Source: an optimization exercise on an open RTL-to-GDS flow (aim: small area, a short achievable clock period and few clock cycles). Production flows keep margins and buffers that such runs may drop.
RTL that was checked went through simulation tests only; none was proved equivalent to the original.

## systolic_ws_stream
module systolic_ws_stream (
    input  logic        clk,
    input  logic        rst,
    input  logic        start_i,
    input  logic        reuse_w_i,
    input  logic        w_valid_i,
    input  logic [31:0] w_data_i,
    output logic        w_ready_o,
    input  logic        a_valid_i,
    input  logic [31:0] a_data_i,
    input  logic        a_last_i,
    output logic        a_ready_o,
    output logic        o_valid_o,
    output logic [71:0] o_data_o,
    output logic        busy_o,
    output logic        done_o
);
Settings: LEC_CHECK=0, CAP_MARGIN=20, CORE_MARGIN=2, CORE_UTILIZATION=40, CTS_CLUSTER_DIAMETER=120, CTS_CLUSTER_SIZE=25, SETUP_SLACK_MARGIN=4.47, SLEW_MARGIN=20, SYNTH_HIERARCHICAL=1; clock period 7.0 ns.
standard.sh (not shown) runs the stock make flow with config.mk's settings and CLKGATE_MAP_FILE= SYNTH_SCRIPT=/design/flow/synth_recipe.tcl, a recipe that flattens the netlist after the stock synthesis.
==> flow/flow/run.sh <==
#!/bin/bash
# Own layout flow: the standard ORFS flow (standard.sh, which also runs the
# standard synthesis unchanged), with one change: the buffers that ORFS puts on
# every input and output port are sky130_fd_sc_hd__buf_2 cells instead of the
# delay buffers it picks by default. Each make run logs to its own file here.
set -euo pipefail
bash standard.sh synth > synth.log 2>&1
bash standard.sh "BUFFER_PORTS_ARGS=-buffer_cell sky130_fd_sc_hd__buf_2" finish > layout.log 2>&1
The first run finished clean.
Testbench counts at the start, summed over its fixed seeds: cycles 4,679.
==> next run, changes <==
==> flow/run.sh (new file) <==
#!/bin/bash
# synth_recipe.tcl (not shown) runs the flow's synth.tcl, then flattens the netlist and writes it again
# the make line also repeats each setting of config.mk as NAME=value (left out here)
make -C /OpenROAD-flow-scripts/flow DESIGN_CONFIG=/design/flow/config.mk WORK_HOME=/design/flow/orfs CLKGATE_MAP_FILE= SYNTH_SCRIPT=/design/flow/synth_recipe.tcl finish
Settings changed: SETUP_SLACK_MARGIN 4.47 to 4.55.
removed: flow/flow/run.sh
removed: flow/standard.sh
After rerunning: Die area stays the same; core utilization went up by 1.0 points; design area increases by 2.4%.

---

systolic_ws_stream, a different RTL version from the one above (not shown whole).
For scale: roughly 3200 cells after synthesis, ~700 flip-flops, roughly 150 I/O pins.
export LEC_CHECK = 0
export CAP_MARGIN = 20
export CORE_MARGIN = 2
export CORE_UTILIZATION = 40
export CTS_CLUSTER_DIAMETER = 120
export CTS_CLUSTER_SIZE = 25
export SETUP_SLACK_MARGIN = 4.52
export SLEW_MARGIN = 20
export SYNTH_HIERARCHICAL = 1
create_clock -name core_clock -period 7.0 [get_ports {clk}]
==> flow/flow/run.sh <==
#!/bin/bash
# Own layout flow: the standard ORFS flow (standard.sh, which also runs the
# standard synthesis unchanged), with one change: the buffers that ORFS puts on
# every input and output port are sky130_fd_sc_hd__buf_2 cells instead of the
# delay buffers it picks by default. Each make run logs to its own file here.
set -euo pipefail
bash standard.sh synth > synth.log 2>&1
bash standard.sh "BUFFER_PORTS_ARGS=-buffer_cell sky130_fd_sc_hd__buf_2" finish > layout.log 2>&1
Change:
SETUP_SLACK_MARGIN = 4.47   (was 4.52)
Utilization fell by 0.24 points.
Worst hold slack is about the same.
Sequential cell count is unchanged.
Register-to-register slack gets worse by 0.06 ns.
Final area fell by 0.55%.
Area after synthesis does not change.
No run of this note included a check of the RTL's function; only the layout flow was run.

---

Another version of the RTL of systolic_ws_stream (not shown whole).
Size: ~650 flip-flops, roughly 150 I/O pins, about 39000 µm² of cells after synthesis.
==> flow/design.v (excerpt) <==
module systolic_ws_stream (
    input  logic        clk,
    input  logic        rst,
    input  logic        start_i,
    input  logic        reuse_w_i,
    input  logic        w_valid_i,
    input  logic [31:0] w_data_i,
    output logic        w_ready_o,
    input  logic        a_valid_i,
    input  logic [31:0] a_data_i,
    input  logic        a_last_i,
    output logic        a_ready_o,
    output logic        o_valid_o,
    output logic [71:0] o_data_o,
    output logic        busy_o,
    output logic        done_o
);
make LEC_CHECK=0 CAP_MARGIN=20 CORE_MARGIN=2 CORE_UTILIZATION=40 SETUP_SLACK_MARGIN=4.0 SLEW_MARGIN=20 SYNTH_HIERARCHICAL=1 finish   # period 7.0 ns
run.sh (not shown) runs the stock make flow with config.mk's settings and CLKGATE_MAP_FILE= SYNTH_SCRIPT=/design/flow/synth_recipe.tcl, a recipe that flattens the netlist after the stock synthesis.
Stock flow here: none of the scripts above is used.
Rerun with:
- SETUP_SLACK_MARGIN: 4.0 -> 4.5
The changed run completed without violations.
Clock-buffer cell count grows by 13.
Design area grows by roughly a tenth.
First-iteration DRC count grows slightly.
Sequential cell count does not change.
Synthesized area is unchanged.
Function was not checked in any run of this note: the RTL went through the layout flow alone.

---

RTL: one of the versions met above, not the one the previous note started from.
Size: ~3,400 cells after synthesis, roughly 710 flip-flops.
==> flow/config.mk <==
export PLATFORM = sky130hd
export DESIGN_NAME = systolic_ws_stream
export DESIGN_NICKNAME = systolic_ws_stream
export VERILOG_FILES = /design/flow/design.v
export SDC_FILE = /design/flow/constraint.sdc
export NUM_CORES = 4
export LEC_CHECK = 0
export CAP_MARGIN = 20
export CORE_MARGIN = 2
export CORE_UTILIZATION = 40
export CTS_CLUSTER_DIAMETER = 120
export CTS_CLUSTER_SIZE = 25
export SETUP_SLACK_MARGIN = 4.55
export SLEW_MARGIN = 20
export SYNTH_HIERARCHICAL = 1
==> flow/constraint.sdc <==
create_clock -name core_clock -period 7.0 [get_ports {clk}]
set_input_delay 1.4000 -clock core_clock [delete_from_list [all_inputs] [get_ports {clk}]]
set_output_delay 1.4000 -clock core_clock [all_outputs]
set_load 0.01 [all_outputs]
standard.sh (not shown) runs the stock make flow with config.mk's settings and CLKGATE_MAP_FILE= SYNTH_SCRIPT=/design/flow/synth_recipe.tcl, a recipe that flattens the netlist after the stock synthesis.
Scripts as last shown in full above: flow/flow/run.sh
Testbench counts at the start, summed over its fixed seeds: cycles 4,679.
==> next run, changes <==
--- a/flow/config.mk
+++ b/flow/config.mk
@@ -13 +13 @@
-export SETUP_SLACK_MARGIN = 4.55
+export SETUP_SLACK_MARGIN = 4.42
Non-clock buffer count drops by 8; worst setup slack is better by 0.0039 ns; final area falls by about 1%; sequential share of layout area grows by 0.22 points; synthesized area does not change; critical path depth does not change; die area is unchanged.

## re-timing with driven ports
The flow's constraints put no driver on any port. The routed layouts listed below were extracted and timed again, unchanged, in two steps.
Step 1 sets driving cells, clkbuf_16 on the clock port and buf_2 on the other inputs (assumed; they add their load-dependent delay and slew).
Step 2, shift: input delay + t, output delay - t, t = (earliest + latest rising clock arrival at the registers) / 2. This alone moves slack from input paths to output paths.
Three values: ideal ports, drivers, drivers and shift; two values: the first two.
run | t (ns) | slack for setup (ns) | worst setup path at the end | worst data-port slew with drivers (ns) | cell pins on the clock port's net
the first run of note 1 | 0.659 | 4.469 / 4.403 / 4.147 | input to register | 0.10 | 1
the second run of note 1 | 0.665 | 4.431 / 4.364 / 3.994 | input to register | 0.05 | 1
the first run of note 2 | 0.659 | 4.471 / 4.399 / 4.204 | input to register | 0.15 | 1
the second run of note 2 | 0.660 | 4.468 / 4.396 / 4.198 | input to register | 0.15 | 1
the first run of note 3 | 0.704 | 4.030 / 4.000 / 3.382 | input to register | 0.14 | 1
the second run of note 3 | 0.703 | 4.365 / 4.351 / 3.884 | input to register | 0.13 | 1
the first run of note 4 | 0.666 | 4.458 / 4.394 / 4.222 | input to register | 0.16 | 1
the second run of note 4 | 0.659 | 4.462 / 4.396 / 4.160 | input to register | 0.10 | 1
After both steps every run listed still meets setup and hold. For the first run of note 3, which loses most, drivers alone change the setup slack by -0.030 ns; drivers and shift together by -0.648 ns.
